From an optimization exercise on the open Yosys and OpenROAD flow, aimed at small area and a short achievable clock period; shortcuts taken in it are not production practice. In this exercise RTL edits were held to simulation tests only and were not proved equivalent to the original. Power figures rest on the tool's default switching activity, not on a simulated workload.

[flow/flow/run.sh]
#!/bin/bash
# Standard ORFS layout, with the smallest buffer on every port instead of
# the one buffer_ports picks by itself.
set -euo pipefail
export BUFFER_PORTS_ARGS="-buffer_cell sky130_fd_sc_hd__buf_1"
bash standard.sh > standard.log 2>&1
[flow/standard.sh]
#!/bin/bash
# synth_recipe.tcl (not shown) runs the flow's synth.tcl, then flattens the netlist and writes it again
# the make line also repeats each setting of config.mk as NAME=value (left out here)
make -C /OpenROAD-flow-scripts/flow DESIGN_CONFIG=/design/flow/config.mk WORK_HOME=/design/flow/orfs CLKGATE_MAP_FILE= SYNTH_SCRIPT=/design/flow/synth_recipe.tcl "${@:-finish}"
[flow/config.mk]
export PLATFORM = sky130hd
export DESIGN_NAME = sync_event_ctrl
export DESIGN_NICKNAME = sync_event_ctrl
export VERILOG_FILES = /design/flow/design.v
export SDC_FILE = /design/flow/constraint.sdc
export NUM_CORES = 4
export LEC_CHECK = 0
export CAP_MARGIN = 20
export CORE_MARGIN = 2
export CORE_UTILIZATION = 50
export CTS_CLUSTER_DIAMETER = 80
export CTS_CLUSTER_SIZE = 20
export PLACE_DENSITY = 0.7
export SETUP_SLACK_MARGIN = 3.0
export SLEW_MARGIN = 20
export TNS_END_PERCENT = 10
[flow/constraint.sdc]
create_clock -name core_clock -period 5.5 [get_ports {clk}]
set_input_delay 1.1000 -clock core_clock [delete_from_list [all_inputs] [get_ports {clk}]]
set_output_delay 1.1000 -clock core_clock [all_outputs]
set_load 0.01 [all_outputs]
[flow/design.v]
`timescale 1ns/1ps
package sync_pkg;
	typedef logic [64-1:0]  data_word_t;
	typedef logic [8-1:0]  ctrl_byte_t;
	typedef logic [64-1:0]  time_t;
	typedef logic [4-1:0] port_mask_t;  
	typedef enum logic [8-1:0] {
		CTRL_SOF  = 8'hFF,
		CTRL_BODY = 8'h00,
		CTRL_EOF  = 8'h01
	} ctrl_code_t;
	typedef enum logic [1:0] {
		RX_IDLE,
		RX_WAIT_SOF,
		RX_BODY,
		RX_DONE
	} rx_state_t;
	typedef enum logic {
		TX_IDLE,
		TX_SEND
	} tx_state_t;
endpackage
`timescale 1ns/1ps
module sync_event_ctrl (
	input  logic                                  clk,
	input  logic                                  rst,
	input  logic                                  master_mode,
	input  logic                                  slave_mode,
	input  logic [4-1:0]               sync_rx_valid,
	input  logic [16-1:0]       sync_interval,
	input  logic [16-1:0]        sync_timeout,
	input  logic [32-1:0]          link_delay,
	input  logic [64-1:0]                sync_data,
	input  logic [8-1:0]                sync_ctrl,
	input  logic [4-1:0]               sync_wr,
	input  logic [4-1:0]               udp_rdy,
	output wire  [4*64-1:0]   udp_data,
	output wire  [4*8-1:0]   udp_ctrl,
	output wire  [4-1:0]               udp_wr,
	output logic [4-1:0]               sync_rdy,
	output logic [64-1:0]                local_clk_counter,
	output logic [64-1:0]                global_time,
	output logic                                  sync_state
);
	localparam logic [79:0] PORT_ID = 80'h0000_FF05_2345_6789_ABCD;
	localparam logic [47:0] MAC_DST = 48'h011B_1900_0000;
	localparam logic [47:0] MAC_SRC = 48'h3C97_0E0F_6857;
	localparam logic [63:0] NEG_K   = 64'd0 - 64'd5536;
	logic        m;
	assign m = master_mode;
	logic        m_q;
	logic        s_q;
	logic [32:0] ld_k;   
	always_ff @(posedge clk) begin
		m_q  <= master_mode;
		s_q  <= slave_mode;
		ld_k <= 33'(link_delay) + 33'(64'd5536);
	end
	logic [6:0]                      us_cnt;
	logic                            us_wrap;
	logic [16-1:0] interval_cnt;
	logic [16-1:0]  timeout_cnt;
	logic                            sync_tick;
	logic                            rx_done;
	assign us_wrap = (us_cnt == 7'(125 - 1));
	always_ff @(posedge clk or posedge rst) begin
		if (rst) begin
			us_cnt       <= '0;
			interval_cnt <= '0;
			sync_tick    <= 1'b0;
		end else begin
			us_cnt <= us_wrap ? '0 : us_cnt + 1'b1;
			if (interval_cnt == sync_interval) begin
				interval_cnt <= '0;
				sync_tick    <= 1'b1;
			end else begin
				sync_tick <= 1'b0;
				if (us_wrap)
					interval_cnt <= interval_cnt + 1'b1;
			end
		end
	end
	always_ff @(posedge clk or posedge rst) begin
		if (rst)
			timeout_cnt <= '0;
		else if (rx_done || m)
			timeout_cnt <= '0;
		else if (slave_mode && sync_tick && timeout_cnt != sync_timeout)
			timeout_cnt <= timeout_cnt + 1'b1;
	end
	always_ff @(posedge clk or posedge rst) begin
		if (rst)
			sync_state <= 1'b0;
		else
			sync_state <= m || (slave_mode && (timeout_cnt < sync_timeout));
	end
	logic [4-1:0] ingress_port;
	logic [4-1:0] lowest_valid;
	logic                    grant_ok;
	logic                    rs_wait;    
	logic [8:1]              rs_body;    
	logic                    rs_done;
	logic                    rs_idle;
	logic                    rx_busy;
	logic                    word_valid;
	logic                    sof_hit;
	logic                    last_word;
	logic [2:1]              fwd;        
	logic [8:0]              tx_pos;     
	logic                    tx_busy;
	assign word_valid = |sync_wr;
	assign rx_busy    = (|rs_body) || rs_done;
	assign rs_idle    = !rs_wait && !rx_busy;
	assign sof_hit    = rs_wait && word_valid && (sync_ctrl == 8'hFF);
	assign last_word  = rs_body[8] && word_valid;
	assign rx_done    = rs_done;
	assign lowest_valid = sync_rx_valid & (~sync_rx_valid + 1'b1);
	assign grant_ok = slave_mode && !m && !rx_busy && !tx_busy &&
		(sync_rdy == '0) && (sync_rx_valid != '0);
	always_ff @(posedge clk or posedge rst) begin
		if (rst) begin
			sync_rdy     <= '0;
			ingress_port <= '0;
		end else if (grant_ok) begin
			sync_rdy     <= lowest_valid;
			ingress_port <= lowest_valid;
		end else if (last_word) begin
			sync_rdy <= '0;
		end
	end
	always_ff @(posedge clk or posedge rst) begin
		if (rst) begin
			rs_wait <= 1'b0;
			rs_body <= '0;
			rs_done <= 1'b0;
			fwd     <= '0;
		end else begin
			rs_wait    <= !m && (rs_idle || (rs_wait && !sof_hit));
			rs_body[1] <= !m && (sof_hit || (rs_body[1] && !word_valid));
			for (int k = 2; k <= 8; k++)
				rs_body[k] <= !m && (word_valid ? rs_body[k-1] : rs_body[k]);
			rs_done    <= !m && last_word;
			fwd        <= {fwd[1], rs_body[4] && word_valid};
		end
	end
	logic [63:0] corr;
	logic [3:1]  rev;        
	logic [16:0] sum1;       
	logic [17:0] sum2;       
	logic [30:0] sum3;       
	logic        ones47;     
	logic        zero47;     
	logic        cy16;
	logic        cy33;
	assign rev  = tx_pos[2:0];
	assign sum1 = 17'(rev[1] ? corr[15:0] : sync_data[31:16]) +
		17'(rev[1] ? NEG_K[15:0] : ld_k[15:0]);
	logic [18:0] sum2c;
	assign sum2c = {1'b0, corr[32:16], cy16} + {1'b0, rev[2] ? NEG_K[32:16] : ld_k[32:16], cy16};
	assign sum2  = sum2c[18:1];
	always_comb begin
		logic        inc, dec;
		logic [14:0] x;
		logic [15:0] y;
		logic        yi, yd;
		inc = !rev[3] && cy33;
		dec = rev[3] && !cy33;
		x = corr[47:33];
		y = corr[63:48];
		yi = inc && ones47;
		yd = dec && zero47;
		for (int i = 0; i < 15; i++)
			sum3[i] = x[i] ^ ((inc && (i == 0 || &(x | ~(15'h7FFF >> (15-i))))) ||
				(dec && (i == 0 || ~|(x & (15'h7FFF >> (15-i))))));
		for (int i = 0; i < 16; i++)
			sum3[15+i] = y[i] ^ ((yi && (i == 0 || &(y | ~(16'hFFFF >> (16-i))))) ||
				(yd && (i == 0 || ~|(y & (16'hFFFF >> (16-i))))));
	end
	always_ff @(posedge clk) begin
		cy16   <= sum1[16];
		cy33   <= sum2[17];
		ones47 <= &corr[47:33];
		zero47 <= ~|corr[47:33];
	end
	logic [63:0] hdr;
	logic [47:0] mac_dst;
	logic [47:0] mac_src;
	logic [79:0] origin;
	logic [47:0] trailer;
	logic        m_start;
	assign m_start = sync_tick && m && !tx_busy;
	always_ff @(posedge clk) begin
		if (m_q ? m_start : sof_hit)
			hdr <= m_q ? local_clk_counter : sync_data;
		if (rs_body[1] && word_valid) begin
			mac_dst         <= sync_data[63:16];
			mac_src[47:32]  <= sync_data[15:0];
		end
		if (rs_body[2] && word_valid)
			mac_src[31:0] <= sync_data[63:32];
		if (rs_body[3] && word_valid)
			corr[63:48] <= sync_data[15:0];
		if (rs_body[4] && word_valid)
			corr[47:16] <= sync_data[63:32];
		if ((rs_body[4] && word_valid) || rev[1])
			corr[15:0] <= sum1[15:0];
		if (fwd[1] || rev[2])
			corr[32:16] <= sum2[16:0];
		if (fwd[2] || rev[3])
			corr[63:33] <= sum3;
		if (rs_body[7] && word_valid)
			origin[79:16] <= sync_data;
		if (rs_body[8] && word_valid) begin
			origin[15:0] <= sync_data[63:48];
			trailer      <= sync_data[47:0];
		end
	end
	logic [63:0] rx_time;
	logic [63:0] od;
	logic [63:0] cnt_inc;
	logic [60:0] gt_inc;
	logic [7:1]  cnt_ones;   
	logic [7:0]  cnt_up;     
	logic [16:0] ts0;
	logic [22:0] ts1;
	logic [22:0] ts1d;
	logic [27:0] ts2c;
	logic [47:0] ts_hi;
	logic        c16_q;
	logic        c38_q;
	assign ts0  = 17'(corr[15:0]) + 17'(sync_data[63:48]);
	assign ts1  = 23'(corr[37:16]) + 23'(origin[37:16]);
	assign ts1d = 23'(corr[37:16]) + 23'(sync_data[21:0]);
	assign ts2c = {1'b0, corr[63:38], c38_q} + {1'b0, origin[63:38], c38_q};
	always_ff @(posedge clk) begin
		c16_q <= ts0[16];
		c38_q <= (rs_body[7] && word_valid) ? ts1d[22] : ts1[22];
	end
	always_comb begin
		logic [5:0] grp;
		logic [5:0] up;
		logic [47:0] t;
		t = od[63:16];
		for (int k = 0; k < 6; k++)
			grp[k] = &t[8*k +: 8];
		for (int k = 0; k < 6; k++)
			up[k] = c16_q && &(grp | ~((6'd1 << k) - 6'd1));
		for (int k = 0; k < 6; k++)
			for (int i = 0; i < 8; i++)
				ts_hi[8*k+i] = t[8*k+i] ^
					(up[k] && (i == 0 || &(t[8*k +: 8] | ~(8'hFF >> (8-i)))));
	end
	assign rx_time = {ts_hi, od[15:0]};
	assign cnt_up = {cnt_ones, 1'b1};
	always_comb begin
		for (int k = 0; k < 8; k++)
			for (int i = 0; i < 8; i++)
				cnt_inc[8*k+i] = local_clk_counter[8*k+i] ^
					(cnt_up[k] && (i == 0 || &(local_clk_counter[8*k +: 8] | ~(8'hFF >> (8-i)))));
	end
	always_ff @(posedge clk or posedge rst) begin
		if (rst) begin
			local_clk_counter <= '0;
			cnt_ones          <= '0;
		end else begin
			local_clk_counter <= cnt_inc;
			for (int k = 1; k < 8; k++)
				cnt_ones[k] <= &((local_clk_counter ^ 64'd1) | ~((64'd1 << (8*k)) - 64'd1));
		end
	end
	always_comb begin
		logic [7:0] grp;
		logic [7:0] up;
		logic [63:0] t;
		t = {3'b000, global_time[63:3]};
		for (int k = 0; k < 8; k++)
			grp[k] = &t[8*k +: 8];
		for (int k = 0; k < 8; k++)
			up[k] = &(grp | ~((8'd1 << k) - 8'd1));
		for (int k = 0; k < 8; k++)
			for (int i = 0; i < 8; i++)
				if (8*k+i < 61)
					gt_inc[8*k+i] = t[8*k+i] ^
						(up[k] && (i == 0 || &(t[8*k +: 8] | ~(8'hFF >> (8-i)))));
	end
	always_ff @(posedge clk or posedge rst) begin
		if (rst)
			global_time <= '0;
		else if (rx_done)
			global_time <= rx_time;
		else
			global_time[63:3] <= gt_inc;
	end
	logic        start;
	logic [63:0] w [0:8];
	logic [63:0] tx_data;
	logic [4-1:0] oc_sof;
	logic [4-1:0] oc_end;
	logic [4-1:0] ow;
	assign start   = rx_done || m_start;
	assign tx_busy = |tx_pos;
	always_ff @(posedge clk or posedge rst) begin
		if (rst)
			tx_pos <= '0;
		else
			tx_pos <= {tx_pos[7:0], start};
	end
	assign w[0] = hdr;
	assign w[1] = m_q ? {MAC_DST, MAC_SRC[47:32]} : {mac_dst, mac_src[47:32]};
	assign w[2] = {m_q ? MAC_SRC[31:0] : mac_src[31:0], 16'h88F7, 12'h000, 4'h2};
	assign w[3] = {16'h002C, 8'h00, 8'h00, 16'h0000, m_q ? 16'h0 : corr[63:48]};
	assign w[4] = {m_q ? 48'h0 : corr[47:0], 16'h0000};
	assign w[5] = {16'h0000, PORT_ID[79:32]};
	assign w[6] = {PORT_ID[31:0], 16'h0000, 8'h00, 8'h7F};
	assign w[7] = m_q ? {16'h0, hdr[60:13]} : origin[79:16];
	assign w[8] = m_q ? {hdr[12:0], 3'b000, 48'h0} : {origin[15:0], trailer};
	always_comb begin
		tx_data = '0;
		for (int k = 0; k <= 8; k++)
			tx_data = tx_data | ({64{tx_pos[k]}} & w[k]);
	end
	always_ff @(posedge clk) begin
		od     <= tx_busy ? tx_data : {ts2c[26:1], ts1[21:0], ts0[15:0]};
		oc_sof <= {4{tx_pos[0]}} & udp_rdy;
		oc_end <= {4{tx_pos[0] || tx_pos[8]}} & udp_rdy;
	end
	always_ff @(posedge clk or posedge rst) begin
		if (rst)
			ow <= '0;
		else
			for (int p = 0; p < 4; p++)
				ow[p] <= tx_busy && udp_rdy[p] && (m_q || (s_q && !ingress_port[p]));
	end
	for (genvar p = 0; p < 4; p++) begin : g_port
		assign udp_data[p*64 +: 64] = od;
		assign udp_ctrl[p*8 +: 8] = {{7{oc_sof[p]}}, oc_end[p]};
		assign udp_wr[p] = ow[p];
	end
endmodule
==> metrics.cfg, run 1 <==
[status]
status = finished clean

[drt]
first_iter_violations = 4036
drtAntennaViolNets = 0
post_drt_wl_per_cell_um = 27.2
drc_errors = 0
routed_wl_um = 129000
first_pass_iters = 6
vias_per_cell = 6.09
route.vias.total = 28800

[sta]
finalCriticalPeriod_ps = 3060
period_share_pct = 55.6
clock_skew_ps = 37.9
setup_viol = 0
max_freq_mhz = 327
tns_ps = 0
drv_slew = 0
whs_ps = 399
rsz0062_at_grt = true
worst_pin_slew_ps = 1010
hold_viol_final = 0
slew-limit-headroom_pct = 32.6

[die]
die_w_um = 272
core-area_sq_um = 71400
die_h_um = 272
fp-row-count = 98
fp.dieArea_sq_um = 74100
initial_core_util_pct = 50.4
io_pins = 577

[global_routing]
antenna_found_initial = 10
grt_util_met2_pct = 51.8
met3_usage_pct = 5.59
grt.total_usage_pct = 33.3
busiest_layer = met2
grtUsageMet1_pct = 44.4
grt_pass1_wl_um = 180000
grt_max_degree = 114
grt_pass1_vias = 26000
grt-ovfl-total = 0

[critical_path]
r2r_cells = 13
cp-start-kind = register
crit_path_start = tx_pos[0]
r2r-end = corr[6]
crit_path_end = corr[6]
worstSetupPathType = register to register
crit_fanout = 4
arrival_ps = 3420
path_cells = mux2_4 > ha_4 > fa_2 > a21o_1 > a21oi_2 > nor2b_2 > buf_4 > buf_4 > buf_6 > buf_6 > o21a_1 > nor2_2 > xnor2_1
cpPeakStageDelay_ps = 580
end_kind = register
critical_path_required_ps = 5860
slowest_stage = dfrtp_4
rrSetupSlack_ps = 2440
reg2reg_from = tx_pos[0]

[logic_synthesis]
yosys.cell_count.top_type = edfxtp_1
ys_top_cells_by_area = edfxtp_1 29%, dfrtp_1 15%, dfxtp_1 6.3%, ha_1 5.8%, buf_4 4.5%
yosys_register_bits = 674
synth_cell_type_count = 83
syn_area_sq_um = 35900
yosysSeqAreaShare_pct = 50.2
synth_common_cells = 352 x edfxtp_1, 289 x nand2_1, 217 x buf_4, 209 x dfrtp_1, 204 x o21ai_0
syn_nets = 3628
synth_area_leader_cell = edfxtp_1
synthCells = 3305
ys.flop_type = edfxtp_1
synth_top_area_share_pct = 29.4
avgSynthCellArea_sq_um = 10.9
async_reset_ff_share_pct = 31.0
ys_warn_count = 2
synth_edf_count = 352

[pwr]
leakagePower_nw = 15.8
ir_worst_vdd_v = 0.000211
p_per_area_nw_per_um2 = 234

[cts]
clock-sinks = 674
clkTransAtPathRegs_ps = 90
insertion_delay_ps = 630
cts_hold_buffers = 0
clockBufferDepth = 3
clockRootBuffer = clkbuf_16
cts_buffers = 44
htree_levels = 2
cts_tree = built

[finish]
finalNetCount = 4069
nFillCells = 6068
areaGrowthSynthToFinish_pct = 14.4
post-route-util_pct = 57.6
layout-drive-gt1-share_pct = 16.6

[flow_run]
cap_viol_max_count = 0

[worst_hold_path]
hp-class = register to register

[placed_design]
gp_congestion = 1.02
portBuffers = 576
dp_hpwl_um = 92300

## registers in the layout (all words and copies together), names as in the netlist, 33 cells and up
name,flops
origin,80
corr,64
global_time,64
hdr,64
local_clk_counter,64
od,64
mac_dst,48
mac_src,48
trailer,48
ld_k,33
## power breakdown
group          leakage, nW  internal (mW)  switching (mW)  total (mW)
clock                0.654           1.55            1.88        3.43
combinational         8.26          0.315           0.454       0.769
sequential            6.88           5.36          0.0766        5.44
total                 15.8           7.23            2.41        9.64
## cell families (layout without fill, tap and decap cells)
group           Yosys count  in the layout  share of synthesized area, %
simple gates            893            893                          12.3
xor+xnor                322            322                          7.85
fa+ha+maj               171            171                          6.06
other cells               0              2                             0
flops                   674            674                          50.2
compound gates          664            664                          11.9
mux                     149            149                          4.62
buf+inv                 432            909                          6.94
## per-layer routing
metal / vias to the layer above / wire length, um
li1: 12700 / -
met4: 12 / 8730
met3: 345 / 12700
met2: 1877 / 57900
met1: 13900 / 49200
met5: - / 80
## final cells by class
type                       count  area [sq um]  share of cell area, %
sequential                   674         18100                   44.1
multi-input combinational   2199         16400                   40.0
timing repair buffer         740          3670                   8.92
tap                          950          1190                   2.89
clock buffer                  64          1180                   2.86
inverter                      87           333                  0.809
clock inverter                18           183                  0.444
antenna                        2          5.00                 0.0122
## layout by cell type, fill, tap and decap left out, types with 93 or more instances in the layout
cell type,count
a21oi_1,137
buf_1,560
dfxtp_1,93
ha_1,139
xnor2_1,166
dfrtp_1,195
buf_4,136
edfxtp_1,352
xor2_1,150
nand2_1,283
o21ai_0,175
mux2_2,133
nor2_1,154
## critical path: cells and delay by family, from the launching register on
kind | cells | cell delay [ps]
flops | 1 | 580
fa+ha+maj | 2 | 550
compound gates | 3 | 540
buf+inv | 4 | 450
mux | 1 | 340
simple gates | 2 | 210
xor+xnor | 1 | 100
## worst min path at each step
stage               startpoint  slack, ps  depth (start not counted)   endpoint
floorplan            tx_pos[3]        350                          0  tx_pos[4]
global placement        fwd[1]        380                          0     fwd[2]
detailed placement      fwd[1]        400                          0     fwd[2]
CTS                     fwd[1]        400                          0     fwd[2]
global route            fwd[1]        410                          0     fwd[2]
finish                  fwd[1]        400                          0     fwd[2]
## stage by stage
stage / cells / area (sq um) / total power, mW / setup WS [ps]
3_3_place_gp: 4526 / 37500 / 6.22 / 1470
2_1_floorplan: 3305 / 36000 / 5.98 / 1690
6_report: 4734 / 41100 / 9.64 / 2440
3_5_place_dp: 4526 / 37500 / 6.23 / 1440
4_1_cts: 4679 / 40200 / 9.63 / 2490
5_1_grt: 4734 / 41100 / 9.92 / 2370
## repair_timing
action	CTS	global route
pin swaps	79	53
endpoints found under the setup margin	506	609
resized for setup	169	141
cloned	2	1
hold endpoints to repair	0	0
buffers inserted	69	52
==> run 2, diff against run 1 <==
--- a/flow/config.mk
+++ b/flow/config.mk
@@ -13,4 +13,3 @@
 export PLACE_DENSITY = 0.7
-export SETUP_SLACK_MARGIN = 3.0
+export SETUP_SLACK_MARGIN = 2.5
 export SLEW_MARGIN = 20
-export TNS_END_PERCENT = 10
==> metrics.cfg, run 2 <==
[status]
status = finished clean  ; unchanged

[pwr]
ir_worst_vdd_v = 0.000187  ; was 0.000211 V
clockPowerShare_pct = 36.1  ; was 35.6%
leakagePower_nw = 15.4  ; was 15.8 nW
p_sw_share_pct = 24.1  ; was 25.0%
power_frac_seq_pct = 56.2  ; was 56.4%
p_per_area_nw_per_um2 = 241  ; was 234 nW/um^2
p_switching_mw = 2.33  ; was 2.41 mW
p_int_mw = 7.35  ; was 7.23 mW
finalPower_mw = 9.68  ; was 9.64 mW
comb_power_share_pct = 7.7  ; was 8.0%

[finish]
finalNetCount = 4023  ; was 4069
final_cell_mix = 569 x buf_1, 352 x edfxtp_1, 288 x nand2_1  ; was 560 x buf_1, 352 x edfxtp_1, 283 x nand2_1
layout-drive-gt1-share_pct = 12.7  ; was 16.6%
post-route-util_pct = 56.2  ; was 57.6%
areaGrowthSynthToFinish_pct = 11.5  ; was 14.4%
largest_register_ffs = 80  ; unchanged
largest_register = origin  ; unchanged
layout_commonest_cell = buf_1  ; unchanged

[critical_path]
worstSetupPathType = register to register  ; unchanged
critical_path_required_ps = 5870  ; was 5860 ps
arrival_ps = 3450  ; was 3420 ps
reg2reg_from = tx_pos[0]  ; unchanged
end_kind = register  ; unchanged
crit_fanout = 7  ; was 4
rrSetupSlack_ps = 2410  ; was 2440 ps
crit_path_end = corr[12]  ; was corr[6]
r2r_cells = 13  ; unchanged
cp-start-kind = register  ; unchanged
crit_path_start = tx_pos[0]  ; unchanged
r2r-end = corr[12]  ; was corr[6]

[logic_synthesis]
yosysSeqAreaShare_pct = 50.2  ; unchanged
synth_compound_area_share_pct = 11.9  ; unchanged
synthXorXnorAreaFrac_pct = 7.85  ; unchanged
yosys-mux-area-fraction_pct = 4.62  ; unchanged
synth_edf_count = 352  ; unchanged
synth_top_family_by_area = simple AND/OR/NAND/NOR gates  ; unchanged
synth_cell_type_count = 83  ; unchanged
synth_simple_gate_area_share_pct = 12.3  ; unchanged
yosys.cell_count.top_type = edfxtp_1  ; unchanged
avgSynthCellArea_sq_um = 10.9  ; unchanged
synthCells = 3305  ; unchanged
yosys_register_bits = 674  ; unchanged
synth_area_leader_cell = edfxtp_1  ; unchanged
ys.flop_type = edfxtp_1  ; unchanged
syn_area_sq_um = 35900  ; unchanged
ys_top_cells_by_area = edfxtp_1 29%, dfrtp_1 15%, dfxtp_1 6.3%, ha_1 5.8%, buf_4 4.5%  ; unchanged
synth_top_area_share_pct = 29.4  ; unchanged
synthAdderAreaFrac_pct = 6.06  ; unchanged
ys_warn_count = 2  ; unchanged
synth_common_cells = 352 x edfxtp_1, 289 x nand2_1, 217 x buf_4, 209 x dfrtp_1, 204 x o21ai_0  ; unchanged
async_reset_ff_share_pct = 31.0  ; unchanged
syn_nets = 3628  ; unchanged

[die]
core-area_sq_um = 71400  ; unchanged
die_w_um = 272  ; unchanged
io_pins = 577  ; unchanged
fp-row-count = 98  ; unchanged
die_h_um = 272  ; unchanged
initial_core_util_pct = 50.4  ; unchanged
fp.dieArea_sq_um = 74100  ; unchanged

[flow_run]
cap_viol_max_count = 0  ; unchanged

[cts]
insertion_delay_ps = 620  ; was 630 ps
cts_tree = built  ; unchanged
cts_hold_buffers = 0  ; unchanged
clockBufferDepth = 3  ; unchanged
clkTransAtPathRegs_ps = 80  ; was 90 ps
clockRootBuffer = clkbuf_16  ; unchanged
htree_levels = 2  ; unchanged
clock-sinks = 674  ; unchanged
cts_buffers = 44  ; unchanged

[drt]
drtAntennaViolNets = 0  ; unchanged
routed_wl_um = 124000  ; was 129000 um
route.vias.total = 28400  ; was 28800
vias_per_cell = 6.06  ; was 6.09
drc_errors = 0  ; unchanged
first_iter_violations = 3852  ; was 4036
post_drt_wl_per_cell_um = 26.5  ; was 27.2 um
first_pass_iters = 7  ; was 6

[global_routing]
grt_max_degree = 95  ; was 114
busiest_layer = met2  ; unchanged
grtUsageMet1_pct = 42.9  ; was 44.4%
grt_pass1_vias = 25600  ; was 26000
antenna_found_initial = 15  ; was 10
grt_pass1_wl_um = 176000  ; was 180000 um
grt-ovfl-total = 0  ; unchanged
met3_usage_pct = 7.39  ; was 5.59%
grt.total_usage_pct = 32.4  ; was 33.3%
grt_util_met2_pct = 50.4  ; was 51.8%

[sta]
setup_viol = 0  ; unchanged
worst_pin_slew_ps = 1170  ; was 1010 ps
max_freq_mhz = 324  ; was 327 MHz
tns_ps = 0  ; unchanged
period_share_pct = 56.1  ; was 55.6%
finalCriticalPeriod_ps = 3090  ; was 3060 ps
hold_viol_final = 0  ; unchanged
drv_slew = 0  ; unchanged
slew-limit-headroom_pct = 22.3  ; was 32.6%
rsz0062_at_grt = true  ; unchanged
clock_skew_ps = 22.8  ; was 37.9 ps

[worst_hold_path]
hp-class = register to register  ; unchanged

[placed_design]
gp_congestion = 1.01  ; was 1.02
dp_hpwl_um = 90900  ; was 92300 um
portBuffers = 576  ; unchanged

-- run 2: cell counts after synthesis --
No cell type changed its count.
-- run 2: critical path, stage by stage, from the launching register on --
cell and delay (ps):
dfrtp_4 580, mux2_4 350, ha_4 170, fa_2 340
a21o_1 180, a21oi_2 160, nor2b_2 70, o211ai_1 170
buf_4 160, a21oi_4 60, nor3_2 220, nor3_2 100
buf_4 140, xor2_1 130
-- run 2: worst min path at each step --
stage | from | end | slack, ps | depth (start not counted)
floorplan | tx_pos[3] | tx_pos[4] | 350 | 0
global placement | fwd[1] | fwd[2] | 380 | 0
detailed placement | fwd[1] | fwd[2] | 400 | 0
CTS | fwd[1] | fwd[2] | 420 | 0
global route | fwd[1] | fwd[2] | 440 | 0
finish | fwd[1] | fwd[2] | 420 | 0
-- run 2: power groups by stage --
| stage | Clock [mW] | Combinational, mW | Sequential, mW |
|---|---|---|---|
| after floorplan | 0 | 0.466 | 5.53 |
| after global placement | 0 | 0.677 | 5.55 |
| after detailed placement | 0 | 0.686 | 5.55 |
| after CTS | 3.54 | 0.719 | 5.44 |
| after global routing | 3.71 | 0.808 | 5.44 |
| final | 3.50 | 0.742 | 5.44 |
-- run 2: final cells by class --
type | instances | area, sq um
repair buffers | 694 | 3180
clock inverters | 13 | 168
flip-flops and latches | 674 | 18100
diodes | 4 | 10.0
inverters | 87 | 334
well taps | 950 | 1190
clock buffers | 69 | 1260
multi-input cells | 2199 | 15900
fillers | 6160 | 31300
-- run 2: metal layers --
metal	vias to the layer above	part of all wire, %
li1	12600	-
met4	18	5.6
met2	1722	45
met1	13800	39
met3	313	11
met5	-	0.092
-- run 2: logic make-up (layout without fill, tap and decap cells) --
| kind of cell | after synthesis | after routing |
|---|---|---|
| and+or+nand+nor | 893 | 893 |
| DFF | 674 | 674 |
| AOI/OAI and AO/OA | 664 | 664 |
| buffers and inverters | 432 | 863 |
| xor gates and xnor gates | 322 | 322 |
| adders and majority gates | 171 | 171 |
| muxes | 149 | 149 |
| other | 0 | 4 |
-- run 2: stage by stage --
step	cell area [sq um]	setup WS [ps]	hold slack, ps	std cells
after floorplan	36100	1690	352	3305
after global placement	37700	1750	379	4528
after detailed placement	37700	1690	400	4528
after CTS	39500	2450	418	4640
after global routing	40100	2310	437	4687
final	40100	2410	418	4690
-- run 2: repair_timing --
item,4_1_cts,5_1_grt
pin swaps,19,29
setup buffers,30,46
endpoints found under the setup margin,105,78
gates resized for setup,40,61
==> run 3, diff against run 2 <==
--- a/flow/design.v
+++ b/flow/design.v
@@ -155,4 +155,7 @@
 	assign rev  = tx_pos[2:0];
-	assign sum1 = 17'(rev[1] ? corr[15:0] : sync_data[31:16]) +
-		17'(rev[1] ? NEG_K[15:0] : ld_k[15:0]);
+	logic [16:0] sum1w;
+	logic [16:0] sum1r;
+	assign sum1w = 17'(sync_data[31:16]) + 17'(ld_k[15:0]);
+	assign sum1r = 17'(corr[15:0]) + 17'(NEG_K[15:0]);
+	assign sum1  = rev[1] ? sum1r : sum1w;
 	logic [18:0] sum2c;
--- a/flow/config.mk
+++ b/flow/config.mk
@@ -15 +15,2 @@
 export SLEW_MARGIN = 20
+export TNS_END_PERCENT = 10
==> metrics.cfg, run 3 <==
[status]
status = finished clean  ; unchanged

[sta]
slew-limit-headroom_pct = 23.9  ; was 22.3%
worst_pin_slew_ps = 1140  ; was 1170 ps
tns_ps = 0  ; unchanged
clock_skew_ps = 20.2  ; was 22.8 ps
drv_slew = 0  ; unchanged
setup_slack_ps = 2420  ; was 2410 ps
setup_viol = 0  ; unchanged
period_share_pct = 56.0  ; was 56.1%
max_freq_mhz = 325  ; was 324 MHz
finalCriticalPeriod_ps = 3080  ; was 3090 ps
hold_viol_final = 0  ; unchanged
rsz0062_at_grt = true  ; unchanged

[global_routing]
met3_usage_pct = 5.97  ; was 7.39%
grt_max_degree = 110  ; was 95
grt-ovfl-total = 0  ; unchanged
antenna_found_initial = 5  ; was 15
grt_pass1_vias = 25000  ; was 25600
grtUsageMet1_pct = 42.6  ; was 42.9%
busiest_layer = met2  ; unchanged
grt.total_usage_pct = 31.9  ; was 32.4%
grt_util_met2_pct = 50.7  ; was 50.4%
grt_pass1_wl_um = 172000  ; was 176000 um

[finish]
finalNetCount = 3978  ; was 4023
largest_register_ffs = 80  ; unchanged
final_cell_mix = 571 x buf_1, 352 x edfxtp_1, 281 x nand2_1  ; was 569 x buf_1, 352 x edfxtp_1, 288 x nand2_1
layout-drive-gt1-share_pct = 10.7  ; was 12.7%
largest_register = origin  ; unchanged
layout_commonest_cell = buf_1  ; unchanged
areaGrowthSynthToFinish_pct = 10.2  ; was 11.5%
post-route-util_pct = 55.3  ; was 56.2%

[cts]
clock-sinks = 674  ; unchanged
insertion_delay_ps = 620  ; about the same
clkTransAtPathRegs_ps = 80  ; about the same
htree_levels = 2  ; unchanged
cts_hold_buffers = 0  ; unchanged
cts_tree = built  ; unchanged
clockBufferDepth = 3  ; unchanged
cts_buffers = 43  ; was 44
clockRootBuffer = clkbuf_16  ; unchanged

[placed_design]
portBuffers = 576  ; unchanged
dp_hpwl_um = 89800  ; was 90900 um
post-place-ws_ps = 1310  ; was 1690 ps
gp_congestion = 0.973  ; was 1.01

[logic_synthesis]
ys.flop_type = edfxtp_1  ; unchanged
async_reset_ff_share_pct = 31.0  ; unchanged
synth_area_leader_cell = edfxtp_1  ; unchanged
yosysSeqAreaShare_pct = 50.6  ; was 50.2%
yosys.cell_count.top_type = edfxtp_1  ; unchanged
ys_top_cells_by_area = edfxtp_1 30%, dfrtp_1 15%, dfxtp_1 6.3%, ha_1 5.8%, buf_4 4.5%  ; was edfxtp_1 29%, dfrtp_1 15%, dfxtp_1 6.3%, ha_1 5.8%, buf_4 4.5%
synth_top_area_share_pct = 29.6  ; was 29.4%
synth_edf_count = 352  ; unchanged
synthCells = 3296  ; was 3305
synth_common_cells = 352 x edfxtp_1, 281 x nand2_1, 216 x buf_4, 209 x dfrtp_1, 209 x o21ai_0  ; was 352 x edfxtp_1, 289 x nand2_1, 217 x buf_4, 209 x dfrtp_1, 204 x o21ai_0
yosys_register_bits = 674  ; unchanged
syn_area_sq_um = 35700  ; was 35900 sq um
ys_warn_count = 2  ; unchanged
syn_nets = 3620  ; was 3628
avgSynthCellArea_sq_um = 10.8  ; was 10.9 sq um
synth_cell_type_count = 72  ; was 83

[worst_hold_path]
worstHoldStart = fwd[1]  ; unchanged
hp-class = register to register  ; unchanged

[pwr]
p_per_area_nw_per_um2 = 243  ; was 241 nW/um^2
leakagePower_nw = 14.9  ; was 15.4 nW
ir_worst_vdd_v = 0.000201  ; was 0.000187 V

[critical_path]
crit_fanout = 3  ; was 7
end_kind = register  ; unchanged
reg2reg_from = corr[38]  ; was tx_pos[0]
crit_path_start = corr[38]  ; was tx_pos[0]
arrival_ps = 3530  ; was 3450 ps
critical_path_required_ps = 5950  ; was 5870 ps
worstSetupPathType = register to register  ; unchanged
cp-start-kind = register  ; unchanged

[drt]
post_drt_wl_per_cell_um = 26.3  ; was 26.5 um
drc_errors = 0  ; unchanged
route.vias.total = 27900  ; was 28400
routed_wl_um = 122000  ; was 124000 um
vias_per_cell = 6.01  ; was 6.06
first_pass_iters = 6  ; was 7
first_iter_violations = 3503  ; was 3852
drtAntennaViolNets = 0  ; unchanged

[die]
fp.dieArea_sq_um = 73600  ; was 74100 sq um
fp-row-count = 98  ; unchanged
die_h_um = 271  ; was 272 um
core-area_sq_um = 71100  ; was 71400 sq um
die_w_um = 271  ; was 272 um
io_pins = 577  ; unchanged
initial_core_util_pct = 50.2  ; was 50.4%

[flow_run]
cap_viol_max_count = 0  ; unchanged

==> run 3: changes by cell type after synthesis, moves of 8 or more <==
cell and delta:
or2_2 -10, nand2b_1 -10, a211oi_1 +8, nand2_1 -8, mux2_2 -14, nor2_1 +29
==> run 3: worst max-delay path: stages (launching register included) <==
cell      delay, ps
edfxtp_1        510
fa_2            450
a211oi_2        240
o21ai_1         150
a31oi_1         180
buf_4           150
a21oi_2          80
a211o_1         300
and2_1          190
a21oi_1         180
xor2_1          330
o221ai_1        160
==> run 3: cell type report <==
cell class | instances | area [sq um]
antenna | 1 | 2.50
multi-input combinational | 2201 | 15600
inverter | 81 | 308
fill | 6141 | 31800
tap | 950 | 1190
timing repair buffer | 653 | 2800
clock buffer | 66 | 1200
clock inverter | 13 | 126
sequential | 674 | 18100
==> run 3: cells by family (layout without fill, tap and decap cells) <==
kind of cell | after synthesis | in the layout | share of synthesized area [%]
AO/OA/AOI/OAI | 678 | 678 | 12.3
XOR/XNOR | 330 | 330 | 8.09
adder cells (fa/ha/maj) | 172 | 172 | 6.13
buffers and inverters | 421 | 813 | 6.70
flip-flops | 674 | 674 | 50.6
multiplexers | 128 | 128 | 4.01
other | 0 | 1 | 0
AND/OR/NAND/NOR | 893 | 893 | 12.2
==> run 3: metal layers <==
metal  routed length, um  vias to the layer above
li1                    -                    12500
met4                6350                        4
met5                  23                        -
met2               56500                     1525
met1               47600                    13600
met3               11700                      254
==> run 3: where the power goes <==
part	internal [mW]	switching [mW]
Clock	1.56	1.81
Sequential	5.37	0.0980
Combinational	0.276	0.440
==> run 3: through the flow <==
stage | hold WS, ps | std cells | total power, mW | area [sq um]
3_5_place_dp | 400 | 4521 | 6.27 | 37400
2_1_floorplan | 352 | 3296 | 5.99 | 35700
6_report | 421 | 4639 | 9.55 | 39400
5_1_grt | 421 | 4638 | 9.84 | 39300
4_1_cts | 419 | 4611 | 9.58 | 38900
3_3_place_gp | 378 | 4521 | 6.26 | 37400
==> run 3: worst paths after layout <==
kind | slack [ps] | end | depth (start not counted)
max in group asynchronous | 4280 | global_time[23] | 3
min | 420 | fwd[2] | 0
min reg2reg | 420 | fwd[2] | 0
min in group asynchronous | 630 | ow[1] | 3
max reg2reg | 2420 | od[55] | 11
max | 2420 | od[55] | 11
==> run 3: what timing repair did <==
item,4_1_cts,5_1_grt
pin swaps,7,29
resized for setup,28,87
buffers inserted,11,27
setup endpoints to repair,45,155
==> run 4, diff against run 3 <==
--- a/flow/config.mk
+++ b/flow/config.mk
@@ -15,2 +15,2 @@
 export SLEW_MARGIN = 20
-export TNS_END_PERCENT = 10
+export TNS_END_PERCENT = 30
==> metrics.cfg, run 4 <==
[critical_path]
reg2reg_from = corr[16]  ; was corr[38]
crit_family = simple AND/OR/NAND/NOR gates  ; was compound AO/OA/AOI/OAI gates
worstSetupPathType = input port to register  ; was register to register
crit_path_start = sync_wr[1]  ; was corr[38]
cpPeakStageDelay_ps = 680  ; was 510 ps
slowest_stage = or4_1  ; was edfxtp_1
crit_top_cell = nand2_1
critical_path_required_ps = 5670  ; was 5950 ps
path_cells = buf_1 > or4_1 > nand2_1 > nand2_1  ; was fa_2 > a211oi_2 > o21ai_1 > a31oi_1 > buf_4 > a21oi_2 > a211o_1 > and2_1 > a21oi_1 > xor2_1 > o221ai_1
crit_fanout = 15  ; was 3
cp-start-kind = input port  ; was register
worst-path-buf-inv = 1  ; unchanged
end_kind = register  ; unchanged
arrival_ps = 3200  ; was 3530 ps

[sta]
worst_pin_slew_ps = 1120  ; was 1140 ps
rsz0062_at_grt = true  ; unchanged
finalCriticalPeriod_ps = 3030  ; was 3080 ps
hold_viol_final = 0  ; unchanged
slew-limit-headroom_pct = 25.2  ; was 23.9%
drv_slew = 0  ; unchanged
setup_viol = 0  ; unchanged
clock_skew_ps = 23.0  ; was 20.2 ps
setup_slack_ps = 2470  ; was 2420 ps
period_share_pct = 55.1  ; was 56.0%
max_freq_mhz = 330  ; was 325 MHz
tns_ps = 0  ; unchanged

[placed_design]
gp_congestion = 0.973  ; unchanged
place_inst = 4521  ; unchanged
portBuffers = 576  ; unchanged
dp_hpwl_um = 89800  ; unchanged
post-place-ws_ps = 1310  ; unchanged

[die]
fp-row-count = 98  ; unchanged
die_h_um = 271  ; unchanged
initial_core_util_pct = 50.2  ; unchanged
io_pins = 577  ; unchanged
die_w_um = 271  ; unchanged
core-area_sq_um = 71100  ; unchanged
fp.dieArea_sq_um = 73600  ; unchanged

[finish]
final_cell_mix = 571 x buf_1, 352 x edfxtp_1, 281 x nand2_1  ; unchanged
layout-drive-gt1-share_pct = 11.3  ; was 10.7%
finalNetCount = 3991  ; was 3978
layout_commonest_cell = buf_1  ; unchanged
stdcell_count = 4651  ; was 4639
largest_register_ffs = 80  ; unchanged
areaGrowthSynthToFinish_pct = 10.6  ; was 10.2%
largest_register = origin  ; unchanged
diodes = 0  ; was 1

[logic_synthesis]
avgSynthCellArea_sq_um = 10.8  ; unchanged
synthCells = 3296  ; unchanged
synth_top_area_share_pct = 29.6  ; unchanged
yosys-mux-area-fraction_pct = 4.01  ; unchanged
synth_simple_gate_area_share_pct = 12.2  ; unchanged
syn_nets = 3620  ; unchanged
ys.flop_type = edfxtp_1  ; unchanged
ys_warn_count = 2  ; unchanged
synth_cell_type_count = 72  ; unchanged
synthXorXnorAreaFrac_pct = 8.09  ; unchanged
yosys_register_bits = 674  ; unchanged
async_reset_ff_share_pct = 31.0  ; unchanged
synthAdderAreaFrac_pct = 6.13  ; unchanged
yosysSeqAreaShare_pct = 50.6  ; unchanged
syn_area_sq_um = 35700  ; unchanged
synth_common_cells = 352 x edfxtp_1, 281 x nand2_1, 216 x buf_4, 209 x dfrtp_1, 209 x o21ai_0  ; unchanged
synth_area_leader_cell = edfxtp_1  ; unchanged
yosys.cell_count.top_type = edfxtp_1  ; unchanged
synth_compound_area_share_pct = 12.3  ; unchanged
ys_top_cells_by_area = edfxtp_1 30%, dfrtp_1 15%, dfxtp_1 6.3%, ha_1 5.8%, buf_4 4.5%  ; unchanged
synth_top_family_by_area = compound AO/OA/AOI/OAI gates  ; unchanged
synth_edf_count = 352  ; unchanged

[cts]
insertion_delay_ps = 620  ; about the same
htree_levels = 2  ; unchanged
cts_tree = built  ; unchanged
clock-sinks = 674  ; unchanged
clkTransAtPathRegs_ps = 80  ; about the same
clockRootBuffer = clkbuf_16  ; unchanged
clockBufferDepth = 3  ; unchanged
cts_buffers = 43  ; unchanged

[drt]
drtAntennaViolNets = 0  ; unchanged
first_iter_violations = 3521  ; was 3503
drc_errors = 0  ; unchanged
post_drt_wl_per_cell_um = 26.4  ; was 26.3 um
vias_per_cell = 6.00  ; was 6.01
route.vias.total = 27900  ; about the same
first_pass_iters = 6  ; unchanged
routed_wl_um = 123000  ; was 122000 um

[global_routing]
grt.total_usage_pct = 31.9  ; about the same
grt-ovfl-total = 0  ; unchanged
grt_pass1_wl_um = 173000  ; was 172000 um
antenna_found_initial = 4  ; was 5
grt_pass1_vias = 25000  ; about the same
grt_max_degree = 110  ; unchanged

[pwr]
p_sw_share_pct = 24.6  ; about the same
power_frac_seq_pct = 57.2  ; about the same
p_per_area_nw_per_um2 = 242  ; was 243 nW/um^2
leakagePower_nw = 15.0  ; was 14.9 nW
p_switching_mw = 2.35  ; about the same
comb_power_share_pct = 7.6  ; was 7.5%
clockPowerShare_pct = 35.3  ; about the same
ir_worst_vdd_v = 0.000201  ; about the same
p_int_mw = 7.21  ; was 7.20 mW
finalPower_mw = 9.56  ; was 9.55 mW

[worst_hold_path]
worstHoldStart = fwd[1]  ; unchanged
hp-class = register to register  ; unchanged

[flow_run]
cap_viol_max_count = 0  ; unchanged

[status]
status = finished clean  ; unchanged

[run 4: what timing repair did]
action | 4_1_cts | 5_1_grt
endpoints found under the setup margin | 45 | 153
resized for setup | 33 | 101
pin swaps | 10 | 31
hold buffers | 0 | 0
setup buffers | 17 | 34
[run 4: path summary, 6_finish.rpt]
check / to / slack [ps] / cells after the start
setup / recovery: corr[46] / 2470 / 4
hold / removal: fwd[2] / 420 / 0
setup reg to reg: od[36] / 2560 / 14
hold reg to reg: fwd[2] / 420 / 0
max in group asynchronous: global_time[23] / 4280 / 3
min in group asynchronous: ow[1] / 630 / 3
[run 4: final cells by class]
type / count / area [sq um]
clock buffers: 66 / 1200
clock inverters: 13 / 126
fillers: 6132 / 31600
inverters: 81 / 308
multi-input cells: 2201 / 15700
flip-flops and latches: 674 / 18100
well taps: 950 / 1190
repair buffers: 666 / 2900
[run 4: power groups by stage]
stage               clock (mW)  combinational [mW]  sequential, mW
CTS                       3.41               0.700            5.47
floorplan                    0               0.464            5.53
global placement             0               0.678            5.58
finish                    3.37               0.723            5.47
global route              3.59               0.788            5.47
detailed placement           0               0.689            5.58
[run 4: cells by family after synthesis]
group / after synthesis
compound gates: 678
xor+xnor: 330
fa+ha+maj: 172
buf+inv: 421
flops: 674
mux: 128
simple gates: 893
[run 4: routing by layer]
metal,wire length [um],share of wire [%],GRT usage [%],vias up
li1,-,-,-,12500
met1,48100,39,42.4,13600
met2,56300,46,50.5,1530
met3,11700,9.6,6.18,252
met4,6470,5.3,15.1,6
met5,41,0.033,0,-
[run 4: worst reg2reg max path, cell delays in order (launching register included)]
cell,delay (ps)
edfxtp_1,470
ha_2,240
inv_1,60
fa_2,340
nor2b_1,120
o21ai_1,80
a21boi_1,170
o211ai_1,120
buf_4,160
buf_4,140
a2111oi_4,310
o21bai_1,140
nand2_1,120
xnor2_2,120
o221ai_2,160
[run 4: through the flow]
step	utilization (%)	instance area, sq um	hold slack [ps]
after floorplan	-	35700	352
after global placement	52.5	37400	378
after detailed placement	52.6	37400	400
after CTS	54.8	38900	419
after global routing	55.6	39500	421
final	55.6	39500	421
==> run 5, diff against run 4 <==
--- a/flow/config.mk
+++ b/flow/config.mk
@@ -13,3 +13,3 @@
 export PLACE_DENSITY = 0.7
-export SETUP_SLACK_MARGIN = 2.5
+export SETUP_SLACK_MARGIN = 2.7
 export SLEW_MARGIN = 20
==> metrics.cfg, run 5 <==
[sta]
drv_slew = 0  ; unchanged
slew-limit-headroom_pct = 25.0  ; was 25.2%
tns_ps = 0  ; unchanged
setup_slack_ps = 2590  ; was 2470 ps
finalCriticalPeriod_ps = 2910  ; was 3030 ps
max_freq_mhz = 344  ; was 330 MHz
worst_pin_slew_ps = 1130  ; was 1120 ps
rsz0062_at_grt = true  ; unchanged
clock_skew_ps = 25.5  ; was 23.0 ps
setup_viol = 0  ; unchanged
period_share_pct = 52.9  ; was 55.1%
hold_viol_final = 0  ; unchanged
whs_ps = 419  ; was 421 ps

[finish]
largest_register = origin  ; unchanged
final-seq-area_sq_um = 18100  ; about the same
layout_commonest_cell = buf_1  ; unchanged
nFillCells = 6012  ; was 6132
multi_input_area_sq_um = 16200  ; was 15700 sq um
areaGrowthSynthToFinish_pct = 13.2  ; was 10.6%
post-route-util_pct = 56.8  ; was 55.6%
final_cell_mix = 565 x buf_1, 352 x edfxtp_1, 279 x nand2_1  ; was 571 x buf_1, 352 x edfxtp_1, 281 x nand2_1
layout-drive-gt1-share_pct = 14.1  ; was 11.3%
finalNetCount = 4033  ; was 3991
largest_register_ffs = 80  ; unchanged

[placed_design]
dp_hpwl_um = 89800  ; unchanged
gp_congestion = 0.973  ; unchanged
portBuffers = 576  ; unchanged
post-place-ws_ps = 1310  ; unchanged

[logic_synthesis]
ys.flop_type = edfxtp_1  ; unchanged
yosys_register_bits = 674  ; unchanged
ys_warn_count = 2  ; unchanged
synthXorXnorAreaFrac_pct = 8.09  ; unchanged
avgSynthCellArea_sq_um = 10.8  ; unchanged
async_reset_ff_share_pct = 31.0  ; unchanged
ys_top_cells_by_area = edfxtp_1 30%, dfrtp_1 15%, dfxtp_1 6.3%, ha_1 5.8%, buf_4 4.5%  ; unchanged
synth_top_family_by_area = compound AO/OA/AOI/OAI gates  ; unchanged
syn_area_sq_um = 35700  ; unchanged
synthCells = 3296  ; unchanged
synth_area_leader_cell = edfxtp_1  ; unchanged
synth_simple_gate_area_share_pct = 12.2  ; unchanged
yosysSeqAreaShare_pct = 50.6  ; unchanged
synth_common_cells = 352 x edfxtp_1, 281 x nand2_1, 216 x buf_4, 209 x dfrtp_1, 209 x o21ai_0  ; unchanged
yosys-mux-area-fraction_pct = 4.01  ; unchanged
synth_compound_area_share_pct = 12.3  ; unchanged
synth_edf_count = 352  ; unchanged
synth_top_area_share_pct = 29.6  ; unchanged
syn_nets = 3620  ; unchanged
synth_cell_type_count = 72  ; unchanged
yosys.cell_count.top_type = edfxtp_1  ; unchanged
synthAdderAreaFrac_pct = 6.13  ; unchanged

[global_routing]
grt-ovfl-total = 0  ; unchanged
grt_pass1_vias = 25400  ; was 25000
grt_max_degree = 110  ; unchanged
grt_pass1_wl_um = 175000  ; was 173000 um
grt.total_usage_pct = 32.3  ; was 31.9%
antenna_found_initial = 5  ; was 4

[drt]
route.vias.total = 28100  ; was 27900
drc_errors = 0  ; unchanged
first_pass_iters = 8  ; was 6
vias_per_cell = 5.99  ; was 6.00
drtAntennaViolNets = 0  ; unchanged
post_drt_wl_per_cell_um = 26.5  ; was 26.4 um
routed_wl_um = 124000  ; was 123000 um
first_iter_violations = 3412  ; was 3521

[critical_path]
crit_path_start = m_q  ; was sync_wr[1]
crit_path_end = od[43]  ; was corr[46]
arrival_ps = 3330  ; was 3200 ps
crit_family = flip-flops  ; was simple AND/OR/NAND/NOR gates
r2r_cells = 6  ; was 14
r2r-end = od[43]  ; was od[36]
cp-start-kind = register  ; was input port
worst-path-buf-inv = 1  ; unchanged
rrSetupSlack_ps = 2590  ; was 2560 ps
path_cells = buf_4 > nor2b_1 > nand2_1 > nand3_1 > a211oi_1 > o21ai_0  ; was buf_1 > or4_1 > nand2_1 > nand2_1
crit_fanout = 64  ; was 15
worstSetupPathType = register to register  ; was input port to register
reg2reg_from = m_q  ; was corr[16]
end_kind = register  ; unchanged
slowest_stage = dfxtp_4  ; was or4_1
critical_path_required_ps = 5920  ; was 5670 ps
path_depth = 6  ; was 4
cpPeakStageDelay_ps = 870  ; was 680 ps

[cts]
clockBufferDepth = 3  ; unchanged
clock-sinks = 674  ; unchanged
htree_levels = 2  ; unchanged
clkTransAtPathRegs_ps = 90  ; was 80 ps
cts_tree = built  ; unchanged
insertion_delay_ps = 620  ; about the same
clockRootBuffer = clkbuf_16  ; unchanged
cts_hold_buffers = 0  ; unchanged
cts_buffers = 43  ; unchanged

[die]
initial_core_util_pct = 50.2  ; unchanged
die_h_um = 271  ; unchanged
fp.dieArea_sq_um = 73600  ; unchanged
fp-row-count = 98  ; unchanged
io_pins = 577  ; unchanged
die_w_um = 271  ; unchanged
core-area_sq_um = 71100  ; unchanged

[worst_hold_path]
hp-class = register to register  ; unchanged

[pwr]
p_per_area_nw_per_um2 = 238  ; was 242 nW/um^2
leakagePower_nw = 15.3  ; was 15.0 nW
ir_worst_vdd_v = 0.000203  ; was 0.000201 V

[flow_run]
cap_viol_max_count = 0  ; unchanged

[status]
status = finished clean  ; unchanged

-- run 5: cell types whose count changed in the layout (fill, tap and decap cells not counted), sizes merged --
cell and delta:
buf +37, clkbuf +5, clkinvlp +1, diode +1
inv -1
-- run 5: through the flow --
stage                     instance area, sq um  cells  power, mW
final                                    40400   4694       9.63
after global routing                     40400   4693       9.91
after CTS                                39700   4654       9.61
after global placement                   37400   4521       6.26
after detailed placement                 37400   4521       6.27
after floorplan                          35700   3296       5.99
-- run 5: how the worst min path moves through the flow --
| stage | start | to | slack [ps] | cells past startpoint |
|---|---|---|---|---|
| global placement | fwd[1] | fwd[2] | 380 | 0 |
| CTS | fwd[1] | fwd[2] | 420 | 0 |
| detailed placement | fwd[1] | fwd[2] | 400 | 0 |
| finish | fwd[1] | fwd[2] | 420 | 0 |
| global route | fwd[1] | fwd[2] | 420 | 0 |
| floorplan | tx_pos[0] | tx_pos[1] | 350 | 0 |
-- run 5: layout make-up --
| cell class | count | area share [%] |
|---|---|---|
| timing repair buffer | 708 | 8.18 |
| tap | 950 | 2.94 |
| sequential | 674 | 44.8 |
| multi-input combinational | 2201 | 40.0 |
| clock inverter | 13 | 0.313 |
| inverter | 81 | 0.771 |
| antenna | 1 | 0.00619 |
| clock buffer | 66 | 2.98 |
-- run 5: what timing repair did --
action                     in CTS  in global routing
gates resized for setup       151                106
buffers inserted               54                 37
setup endpoints to repair     183                234
cloned                          0                  2
pin swaps                      48                 74
-- run 5: logic make-up after synthesis --
group | count (synthesis)
AO/OA/AOI/OAI | 678
multiplexers | 128
adder cells (fa/ha/maj) | 172
flip-flops | 674
buffers and inverters | 421
XOR/XNOR | 330
AND/OR/NAND/NOR | 893
-- run 5: routing by layer --
metal | track usage (%) | share of wire [%]
met4 | 15.9 | 6.0
met1 | 42.7 | 39
met3 | 6.27 | 9.5
met2 | 51.1 | 46
met5 | 0 | 0.046
-- run 5: worst register-to-register path, cell delays in order, from the launching register on --
cell,delay (ps)
dfxtp_4,870
buf_4,570
nor2b_1,190
nand2_1,100
nand3_1,180
a211oi_1,530
o21ai_0,280
-- run 5: report_power, final --
part / total (mW) / leakage [nW] / switching, mW / internal, mW
clock: 3.38 / 0.644 / 1.83 / 1.56
sequential: 5.47 / 6.89 / 0.0991 / 5.37
combinational: 0.779 / 7.80 / 0.464 / 0.315
==> run 6, diff against run 5 <==
--- a/flow/config.mk
+++ b/flow/config.mk
@@ -13,3 +13,3 @@
 export PLACE_DENSITY = 0.7
-export SETUP_SLACK_MARGIN = 2.7
+export SETUP_SLACK_MARGIN = 2.9
 export SLEW_MARGIN = 20
==> metrics.cfg, run 6 <==
[status]
status = finished clean  ; unchanged

[critical_path]
end_kind = register  ; unchanged
crit_path_start = corr[38]  ; was m_q
crit_fanout = 3  ; was 64
reg2reg_from = corr[38]  ; was m_q
r2r_cells = 11  ; was 6
cp-start-kind = register  ; unchanged
worstSetupPathType = register to register  ; unchanged
arrival_ps = 3320  ; was 3330 ps
critical_path_required_ps = 5970  ; was 5920 ps

[cts]
htree_levels = 2  ; unchanged
cts_buffers = 43  ; unchanged
clockBufferDepth = 3  ; unchanged
clkTransAtPathRegs_ps = 90  ; about the same
clockRootBuffer = clkbuf_16  ; unchanged
cts_tree = built  ; unchanged
insertion_delay_ps = 620  ; about the same
clock-sinks = 674  ; unchanged

[logic_synthesis]
synth_area_leader_cell = edfxtp_1  ; unchanged
syn_nets = 3620  ; unchanged
async_reset_ff_share_pct = 31.0  ; unchanged
yosys.cell_count.top_type = edfxtp_1  ; unchanged
yosys_register_bits = 674  ; unchanged
syn_area_sq_um = 35700  ; unchanged
ys_warn_count = 2  ; unchanged
yosysSeqAreaShare_pct = 50.6  ; unchanged
ys.flop_type = edfxtp_1  ; unchanged
synth_edf_count = 352  ; unchanged
avgSynthCellArea_sq_um = 10.8  ; unchanged
ys_top_cells_by_area = edfxtp_1 30%, dfrtp_1 15%, dfxtp_1 6.3%, ha_1 5.8%, buf_4 4.5%  ; unchanged
synthCells = 3296  ; unchanged
synth_common_cells = 352 x edfxtp_1, 281 x nand2_1, 216 x buf_4, 209 x dfrtp_1, 209 x o21ai_0  ; unchanged
synth_top_area_share_pct = 29.6  ; unchanged
synth_cell_type_count = 72  ; unchanged

[drt]
first_iter_violations = 3768  ; was 3412
drtAntennaViolNets = 0  ; unchanged
route.vias.total = 28700  ; was 28100
first_pass_iters = 7  ; was 8
post_drt_wl_per_cell_um = 26.8  ; was 26.5 um
drc_errors = 0  ; unchanged
routed_wl_um = 127000  ; was 124000 um
vias_per_cell = 6.05  ; was 5.99

[finish]
areaGrowthSynthToFinish_pct = 16.5  ; was 13.2%
final-seq-area_sq_um = 18100  ; about the same
stdcell_count = 4747  ; was 4694
layout_commonest_cell = buf_1  ; unchanged
diodes = 0  ; was 1
final_cell_mix = 555 x buf_1, 352 x edfxtp_1, 276 x nand2_1  ; was 565 x buf_1, 352 x edfxtp_1, 279 x nand2_1
layout-drive-gt1-share_pct = 17.8  ; was 14.1%
multi_input_area_sq_um = 16800  ; was 16200 sq um
finalNetCount = 4087  ; was 4033
nFillCells = 5853  ; was 6012
largest_register_ffs = 80  ; unchanged
largest_register = origin  ; unchanged

[pwr]
ir_worst_vdd_v = 0.000204  ; was 0.000203 V
power_frac_seq_pct = 56.4  ; was 56.8%
p_int_mw = 7.27  ; was 7.24 mW
leakagePower_nw = 15.8  ; was 15.3 nW
p_switching_mw = 2.41  ; was 2.39 mW
clockPowerShare_pct = 34.9  ; was 35.1%
p_per_area_nw_per_um2 = 233  ; was 238 nW/um^2
p_sw_share_pct = 24.9  ; was 24.8%
comb_power_share_pct = 8.7  ; was 8.1%

[sta]
setup_viol = 0  ; unchanged
rsz0062_at_grt = true  ; unchanged
finalCriticalPeriod_ps = 2850  ; was 2910 ps
drv_slew = 0  ; unchanged
whs_ps = 424  ; was 419 ps
period_share_pct = 51.9  ; was 52.9%
hold_viol_final = 0  ; unchanged
max_freq_mhz = 351  ; was 344 MHz
clock_skew_ps = 20.2  ; was 25.5 ps
worst_pin_slew_ps = 1110  ; was 1130 ps
slew-limit-headroom_pct = 26.0  ; was 25.0%
tns_ps = 0  ; unchanged

[flow_run]
cap_viol_max_count = 0  ; unchanged

[die]
die_h_um = 271  ; unchanged
core-area_sq_um = 71100  ; unchanged
fp.dieArea_sq_um = 73600  ; unchanged
io_pins = 577  ; unchanged
fp-row-count = 98  ; unchanged
initial_core_util_pct = 50.2  ; unchanged
die_w_um = 271  ; unchanged

[worst_hold_path]
hp-class = register to register  ; unchanged
hold_depth = 0  ; unchanged
worstHoldStart = fwd[1]  ; unchanged

[placed_design]
place_inst = 4521  ; unchanged
portBuffers = 576  ; unchanged
gp_congestion = 0.973  ; unchanged
dp_hpwl_um = 89800  ; unchanged

[global_routing]
antenna_found_initial = 3  ; was 5
grt_max_degree = 110  ; unchanged
grt-ovfl-total = 0  ; unchanged
grt.total_usage_pct = 32.9  ; was 32.3%
grt_pass1_wl_um = 178000  ; was 175000 um
grt_pass1_vias = 25900  ; was 25400

[run 6: cell counts after synthesis]
Identical to the previous run, type by type.
[run 6: final timing paths]
path                                         end  slack (ps)
setup / recovery                          od[57]        2650
hold / removal                            fwd[2]         420
setup reg to reg                          od[57]        2650
hold reg to reg                           fwd[2]         420
max in group asynchronous        global_time[23]        4300
min in group asynchronous  local_clk_counter[57]         630
[run 6: routing by layer]
| metal | track usage [%] | share of wire (%) | wire length, um | vias up |
|---|---|---|---|---|
| li1 | - | - | - | 12700 |
| met1 | 43.2 | 39 | 49000 | 14100 |
| met2 | 51.4 | 45 | 57700 | 1614 |
| met3 | 6.78 | 9.9 | 12500 | 325 |
| met4 | 17.7 | 6.2 | 7940 | 6 |
| met5 | 0 | 0.028 | 36 | - |
[run 6: repair_timing]
action	CTS	global route
hold buffers	0	0
buffers inserted	91	55
cloned	1	0
gates resized for setup	276	160
endpoints found under the setup margin	346	275
pin swaps	105	119
[run 6: kinds of logic (layout without fill, tap and decap cells)]
family                   Yosys count  in the layout  synth area share [%]
buffers and inverters            421            922                  6.70
flip-flops                       674            674                  50.6
multiplexers                     128            128                  4.01
AND/OR/NAND/NOR                  893            893                  12.2
adder cells (fa/ha/maj)          172            172                  6.13
XOR/XNOR                         330            330                  8.09
AO/OA/AOI/OAI                    678            678                  12.3
[run 6: final cells by class]
type / instances / share of cell area (%)
Inverter: 81 / 0.761
Multi-Input combinational cell: 2201 / 40.4
Clock inverter: 13 / 0.304
Sequential cell: 674 / 43.6
Timing Repair Buffer: 762 / 9.27
Tap cell: 950 / 2.86
Clock buffer: 66 / 2.89
[run 6: worst max-delay path, stage by stage, from the launching register on]
cell,delay (ps)
edfxtp_1,530
fa_2,450
a211oi_4,240
o21ai_2,100
a31oi_1,180
buf_4,160
a21oi_4,70
a211o_1,290
and2_4,190
a21boi_2,130
xor2_1,280
o21ai_1,110
[run 6: per-stage QoR]
| step | utilization (%) | cell area [sq um] | worst slack [ps] | power [mW] |
|---|---|---|---|---|
| after floorplan | - | 35700 | 1690 | 5.99 |
| after global placement | 52.5 | 37400 | 1270 | 6.26 |
| after detailed placement | 52.6 | 37400 | 1310 | 6.27 |
| after CTS | 56.8 | 40400 | 2680 | 9.63 |
| after global routing | 58.5 | 41600 | 2530 | 9.96 |
| final | 58.5 | 41600 | 2650 | 9.69 |
[run 6: power groups by stage]
stage	sequential, mW	clock [mW]	combinational [mW]
2_1_floorplan	5.53	0	0.464
3_3_place_gp	5.58	0	0.678
3_5_place_dp	5.58	0	0.689
4_1_cts	5.47	3.41	0.757
5_1_grt	5.47	3.59	0.905
6_report	5.46	3.38	0.842
==> run 7, diff against run 6 <==
--- a/flow/config.mk
+++ b/flow/config.mk
@@ -10,7 +10,8 @@
 export CORE_UTILIZATION = 50
-export CTS_CLUSTER_DIAMETER = 80
-export CTS_CLUSTER_SIZE = 20
+export CTS_BUF_LIST = sky130_fd_sc_hd__clkbuf_8
+export CTS_CLUSTER_DIAMETER = 60
+export CTS_CLUSTER_SIZE = 12
 export PLACE_DENSITY = 0.7
-export SETUP_SLACK_MARGIN = 2.9
+export SETUP_SLACK_MARGIN = 2.5
 export SLEW_MARGIN = 20
-export TNS_END_PERCENT = 30
+export TNS_END_PERCENT = 10
==> metrics.cfg, run 7 <==
[sta]
worst_pin_slew_ps = 1140  ; was 1110 ps
hold_viol_final = 0  ; unchanged
slew-limit-headroom_pct = 24.3  ; was 26.0%
tns_ps = 0  ; unchanged
max_freq_mhz = 325  ; was 351 MHz
period_share_pct = 55.9  ; was 51.9%
finalCriticalPeriod_ps = 3070  ; was 2850 ps
whs_ps = 415  ; was 424 ps

[placed_design]
postPlaceCellArea_sq_um = 37400  ; unchanged
portBuffers = 576  ; unchanged
dp_hpwl_um = 89800  ; unchanged

[die]
fp-row-count = 98  ; unchanged
fp.dieArea_sq_um = 73600  ; unchanged
die_h_um = 271  ; unchanged
io_pins = 577  ; unchanged
die_w_um = 271  ; unchanged
initial_core_util_pct = 50.2  ; unchanged

[drt]
drc_errors = 0  ; unchanged
routed_wl_um = 122000  ; was 127000 um
vias_per_cell = 5.96  ; was 6.05
post_drt_wl_per_cell_um = 26.1  ; was 26.8 um
first_iter_violations = 3459  ; was 3768
first_pass_iters = 8  ; was 7

[worst_hold_path]
worstHoldStart = fwd[1]  ; unchanged
hp-class = register to register  ; unchanged
hold_depth = 0  ; unchanged

[pwr]
clockPowerShare_pct = 33.9  ; was 34.9%
p_int_mw = 6.98  ; was 7.27 mW
p_per_area_nw_per_um2 = 238  ; was 233 nW/um^2
power_frac_seq_pct = 58.4  ; was 56.4%
ir_worst_vdd_v = 0.000128  ; was 0.000204 V
p_switching_mw = 2.38  ; was 2.41 mW

[cts]
cts_hold_buffers = 0  ; unchanged
insertion_delay_ps = 690  ; was 620 ps
htree_levels = 3  ; was 2
cts_tree = built  ; unchanged

[logic_synthesis]
synth_area_leader_cell = edfxtp_1  ; unchanged
synthCells = 3296  ; unchanged
async_reset_ff_share_pct = 31.0  ; unchanged
synth_edf_count = 352  ; unchanged
yosys.cell_count.top_type = edfxtp_1  ; unchanged
ys.flop_type = edfxtp_1  ; unchanged
avgSynthCellArea_sq_um = 10.8  ; unchanged
ys_top_cells_by_area = edfxtp_1 30%, dfrtp_1 15%, dfxtp_1 6.3%, ha_1 5.8%, buf_4 4.5%  ; unchanged
syn_area_sq_um = 35700  ; unchanged
synth_cell_type_count = 72  ; unchanged
synth_common_cells = 352 x edfxtp_1, 281 x nand2_1, 216 x buf_4, 209 x dfrtp_1, 209 x o21ai_0  ; unchanged
syn_nets = 3620  ; unchanged

[finish]
largest_register = origin  ; unchanged
nFillCells = 6166  ; was 5853
largest_register_ffs = 80  ; unchanged
final-seq-area_sq_um = 18100  ; about the same
final_cell_area_sq_um = 39300  ; was 41600 sq um
final_cell_mix = 571 x buf_1, 352 x edfxtp_1, 281 x nand2_1  ; was 555 x buf_1, 352 x edfxtp_1, 276 x nand2_1
areaGrowthSynthToFinish_pct = 10.1  ; was 16.5%
layout_commonest_cell = buf_1  ; unchanged

[critical_path]
crit_fanout = 7  ; was 3
end_kind = register  ; unchanged
r2r_cells = 11  ; unchanged
crit_path_start = sync_data[48]  ; was corr[38]
cp-start-kind = input port  ; was register
arrival_ps = 3650  ; was 3320 ps
critical_path_required_ps = 6070  ; was 5970 ps
worstSetupPathType = input port to register  ; was register to register

[global_routing]
antenna_found_initial = 4  ; was 3
grt_pass1_vias = 25200  ; was 25900
grt_max_degree = 110  ; unchanged
grt_util_met2_pct = 50.5  ; was 51.4%
grtUsageMet1_pct = 42.8  ; was 43.2%

[flow_run]
cap_viol_max_count = 0  ; unchanged

[status]
status = finished clean  ; unchanged

-- run 7: cell types whose count changed in the layout (fill, tap and decap cells not counted), moves of 29 or more --
cell       before  now
ha_4           33    4
ha_1          126  156
clkbuf_16      44    0
buf_6          30    1
buf_4         151   72
o21ai_0       159  190
clkbuf_8        2   75
inv_1          72  117
-- run 7: path summary, 6_finish.rpt --
path | endpoint | slack [ps]
hold reg to reg | fwd[2] | 410
setup / recovery | c16_q | 2430
min in group asynchronous | ow[2] | 540
setup reg to reg | od[62] | 2450
hold / removal | fwd[2] | 410
max in group asynchronous | global_time[23] | 4330
-- run 7: repair_timing --
item,CTS,global route
endpoints found under the setup margin,42,116
buffers inserted,11,27
gates resized for setup,28,78
pin swaps,7,27
-- run 7: per-layer routing --
metal / wire [um] / vias to the layer above
met1: 48100 / 13600
met4: 5880 / 2
li1: - / 12600
met3: 12200 / 242
met5: 13 / -
met2: 56300 / 1582
-- run 7: final cells by class --
class	count	share of cell area, %
diodes	2	0.0127
clock buffers	75	2.63
clock inverters	53	0.687
inverters	81	0.783
multi-input cells	2201	39.7
flip-flops and latches	674	46.0
well taps	950	3.02
repair buffers	653	7.13
-- run 7: critical path: stages --
cell and delay [ps]:
buf_2 180, ha_2 240, fa_1 410, a21o_1 200, a21oi_2 200, o21ai_0 150
nand2_1 90, o21ai_1 130, o41ai_2 390, o211ai_1 170, a21o_1 200, a21o_1 170
-- run 7: logic make-up after synthesis --
logic type / synth area share (%)
AO/OA/AOI/OAI: 12.3
multiplexers: 4.01
buffers and inverters: 6.70
XOR/XNOR: 8.09
flip-flops: 50.6
AND/OR/NAND/NOR: 12.2
adder cells (fa/ha/maj): 6.13
-- run 7: power by group through the flow --
| stage | Sequential [mW] | Combinational (mW) | Clock (mW) |
|---|---|---|---|
| finish | 5.47 | 0.718 | 3.17 |
| global route | 5.47 | 0.784 | 3.41 |
| CTS | 5.47 | 0.697 | 3.22 |
| detailed placement | 5.58 | 0.689 | 0 |
| global placement | 5.58 | 0.678 | 0 |
| floorplan | 5.53 | 0.464 | 0 |
-- run 7: stage by stage --
step,cells,utilization [%],setup WS (ps),power (mW)
final,4689,55.3,2430,9.36
after global routing,4688,55.3,2370,9.67
after global placement,4521,52.5,1270,6.26
after CTS,4660,54.6,2440,9.38
after floorplan,3296,-,1690,5.99
after detailed placement,4521,52.6,1310,6.27

Check on run 7: ideal ports give 2.426 ns setup slack; a clkbuf_16 on the clock port and buf_2 on the inputs give 2.448 ns; moving port delays by the midpoint clock arrival (0.738 ns) as well gives 1.734 ns.
